Source: an optimization exercise on an open RTL-to-GDS flow (aim: small area and a short achievable clock period). Production flows keep margins and buffers that such runs may drop. No activity file was given, so power comes from the tool's default toggle rates.

// spm_top
module spm_top #(
    parameter int SAMPLE_WIDTH = spm_pkg::SAMPLE_WIDTH_DEFAULT,
    parameter int FIFO_DEPTH   = spm_pkg::FIFO_DEPTH_DEFAULT
) (
    input  logic                               clk,
    input  logic                               reset,
    input  logic                               enable,
    input  logic                               start,
    input  logic [spm_pkg::INTERVAL_WIDTH-1:0] interval,
    input  logic signed [SAMPLE_WIDTH-1:0]     data_in,
    input  logic                               data_in_valid,
    output logic                               data_in_ready,
    output logic signed [SAMPLE_WIDTH-1:0]     min_out,
    output logic signed [SAMPLE_WIDTH-1:0]     max_out,
    output logic                               min_out_valid,
    output logic                               max_out_valid,
    input  logic                               min_out_ready,
    input  logic                               max_out_ready,
  ...
Size: about 1700 cells after synthesis, ~650 flip-flops, ~120 I/O pins, about 26000 um^2 of cells after synthesis.
clock: 4.5 ns
lec_check: 0
cap_margin: 20
core_margin: 2
core_utilization: 60
cts_buf_list: sky130_fd_sc_hd__clkbuf_4 sky130_fd_sc_hd__clkbuf_8
cts_cluster_size: 30
setup_slack_margin: 2.0
slew_margin: 20
standard.sh (not shown) runs the stock make flow with config.mk's settings and CLKGATE_MAP_FILE= SYNTH_SCRIPT=/design/flow/synth_recipe.tcl, a recipe that flattens the netlist after the stock synthesis.
==> flow/flow/run.sh <==
#!/bin/bash
# Standard layout, with two changes: the clock tree is built without dummy
# loads, and the port buffers are the smallest plain buffer (timing repair
# sizes them up where a path needs it).
set -euo pipefail
export CTS_ARGS="-sink_clustering_enable -repair_clock_nets -sink_clustering_size 16 -sink_clustering_max_diameter 60 -buf_list {sky130_fd_sc_hd__clkbuf_8 sky130_fd_sc_hd__clkbuf_16} -sink_clustering_buffer sky130_fd_sc_hd__clkbuf_8 -root_buf sky130_fd_sc_hd__clkbuf_16 -dont_use_dummy_load"
export BUFFER_PORTS_ARGS="-buffer_cell sky130_fd_sc_hd__buf_1"
bash standard.sh synth > synth.log 2>&1
bash standard.sh finish > layout.log 2>&1
Then changed:
--- a/flow/design.v
+++ b/flow/design.v
@@ -73,45 +73,44 @@
         else              jstate = !j[k-JW-1] && j[k-JW];
     endfunction
     logic [IW-1:0] iq;       
     logic          n1;       
     logic [IW-1:0] rem;      
     logic [IW-1:0] base;     
     logic          have;     
     logic          last;     
     logic ready_int, accept, marker, smp, shift, push, pop_mn, pop_mx;
     logic wr0_mn, wr0_mx, start_run, head_mn, head_mx;
     logic signed [SAMPLE_WIDTH-1:0] hd_mn, hd_mx;
     logic in0_mn, in0_mx;
-    logic hdv_mn, hdv_mx;    
     logic signed [SAMPLE_WIDTH-1:0] rd_mn, rd_mx;
     logic lt_mn, gt_mx;
     spm_lt #(.W(SAMPLE_WIDTH)) i_lt_mn (.a(data_in), .b(mn[0]),   .lt(lt_mn));
     spm_lt #(.W(SAMPLE_WIDTH)) i_gt_mx (.a(mx[0]),   .b(data_in), .lt(gt_mx));
     logic ready_next;
     assign ready_next    = (start_run || (busy && !(accept && marker)))
                         && !((cnt_mn[AW] || (cnt_mn == (AW+1)'(FIFO_DEPTH - 1) && push)) && !pop_mn)
                         && !((cnt_mx[AW] || (cnt_mx == (AW+1)'(FIFO_DEPTH - 1) && push)) && !pop_mx);
     assign data_in_ready = enable && ready_int;
     assign accept        = data_in_valid && data_in_ready;
     assign marker        = (data_in == END_MARKER);
     assign smp           = accept && !marker;
     assign shift         = smp && !have;
     assign push          = accept && (marker ? have : last);
     assign wr0_mn        = smp && (!have || lt_mn);
     assign wr0_mx        = smp && (!have || gt_mx);
     assign start_run     = enable && !busy && start;
     assign base          = have ? rem : iq;
-    assign min_out       = (mn[0] & {SAMPLE_WIDTH{in0_mn}}) | (hd_mn & {SAMPLE_WIDTH{hdv_mn}});
-    assign max_out       = (mx[0] & {SAMPLE_WIDTH{in0_mx}}) | (hd_mx & {SAMPLE_WIDTH{hdv_mx}});
+    assign min_out       = in0_mn ? mn[0] : hd_mn;
+    assign max_out       = in0_mx ? mx[0] : hd_mx;
     assign pop_mn        = min_out_valid && min_out_ready;
     assign pop_mx        = max_out_valid && max_out_ready;
     assign head_mn       = push && (cnt_mn == '0 || (cnt_mn == (AW+1)'(1) && pop_mn));
     assign head_mx       = push && (cnt_mx == '0 || (cnt_mx == (AW+1)'(1) && pop_mx));
     always_comb begin
         rd_mn = '0;
         rd_mx = '0;
         for (int i = 0; i < SLOTS; i++) begin
             rd_mn = rd_mn | (mn[i] & {SAMPLE_WIDTH{jstate(occ_mn, (i + 2) % FIFO_DEPTH)}});
             rd_mx = rd_mx | (mx[i] & {SAMPLE_WIDTH{jstate(occ_mx, (i + 2) % FIFO_DEPTH)}});
         end
     end
@@ -142,41 +141,29 @@
     always_ff @(posedge clk or posedge reset) begin
         if (reset) begin
             cnt_mn        <= '0;
             cnt_mx        <= '0;
             occ_mn        <= '0;
             occ_mx        <= '0;
             min_out_valid <= 1'b0;
             max_out_valid <= 1'b0;
             have          <= 1'b0;
             ready_int     <= 1'b0;
             in0_mn        <= 1'b0;
             in0_mx        <= 1'b0;
-            hdv_mn        <= 1'b1;
-            hdv_mx        <= 1'b1;
         end else begin
-            if (head_mn) begin
-                in0_mn <= 1'b1;
-                hdv_mn <= 1'b0;
-            end else if (pop_mn || shift) begin
-                in0_mn <= 1'b0;
-                hdv_mn <= 1'b1;
-            end
-            if (head_mx) begin
-                in0_mx <= 1'b1;
-                hdv_mx <= 1'b0;
-            end else if (pop_mx || shift) begin
-                in0_mx <= 1'b0;
-                hdv_mx <= 1'b1;
-            end
+            if (head_mn)                   in0_mn <= 1'b1;
+            else if (pop_mn || shift)      in0_mn <= 1'b0;
+            if (head_mx)                   in0_mx <= 1'b1;
+            else if (pop_mx || shift)      in0_mx <= 1'b0;
             ready_int <= ready_next;
             case ({push, pop_mn})
                 2'b10:   begin cnt_mn <= inc32(32'(cnt_mn)); min_out_valid <= 1'b1; end
                 2'b01:   begin cnt_mn <= dec32(32'(cnt_mn)); min_out_valid <= (cnt_mn != (AW+1)'(1)); end
                 default: ;
             endcase
             case ({push, pop_mx})
                 2'b10:   begin cnt_mx <= inc32(32'(cnt_mx)); max_out_valid <= 1'b1; end
                 2'b01:   begin cnt_mx <= dec32(32'(cnt_mx)); max_out_valid <= (cnt_mx != (AW+1)'(1)); end
                 default: ;
             endcase
             case ({shift, pop_mn})
The changed run went through all stages and came out clean.
Final area decreases by 0.69%.
Critical path depth is unchanged.
Routed wire length is higher by 4.5%.
Power grows by 0.60%.
Sequential power rises by about 0.6%.
Register-to-register slack barely changes.
Synthesized cell count decreases by 2.0%.
Non-clock buffer count went up by 5.
Final cell count falls by 1.0%.
Worst setup slack degrades by 0.0072 ns.
Combinational power climbs by about 2%.
Function was not checked in any run of this note: the RTL went through the layout flow alone.

-- re-timing with driven ports --
The results above use ideal ports. As a check the final layouts listed here were re-extracted and re-timed, cells and wires unchanged. Step 1, drivers: a clkbuf_16 drives clk and a buf_2 each remaining input, both assumed. Step 2 moves the port delays by t, midway between the first and last clock arrival at a register: inputs arrive t later, outputs are due t later. That takes back most of the time a late clock gives input paths. a / b / c = ideal ports / drivers / drivers and shift; a / b = the first two.
| run | t (ns) | slack for setup (ns) | hold WS [ns] | worst register clock-pin slew, ns |
|---|---|---|---|---|
| the first run | 0.619 | 1.895 / 1.835 / 1.344 | 0.421 / 0.380 / 0.429 | 0.10 / 0.10 |
| the second run | 0.615 | 1.888 / 1.828 / 1.412 | 0.407 / 0.375 / 0.426 | 0.11 / 0.11 |
After both steps setup and hold are still met in every run listed. For the first run, which loses most, drivers alone change the setup slack by -0.060 ns; drivers and shift together by -0.551 ns.
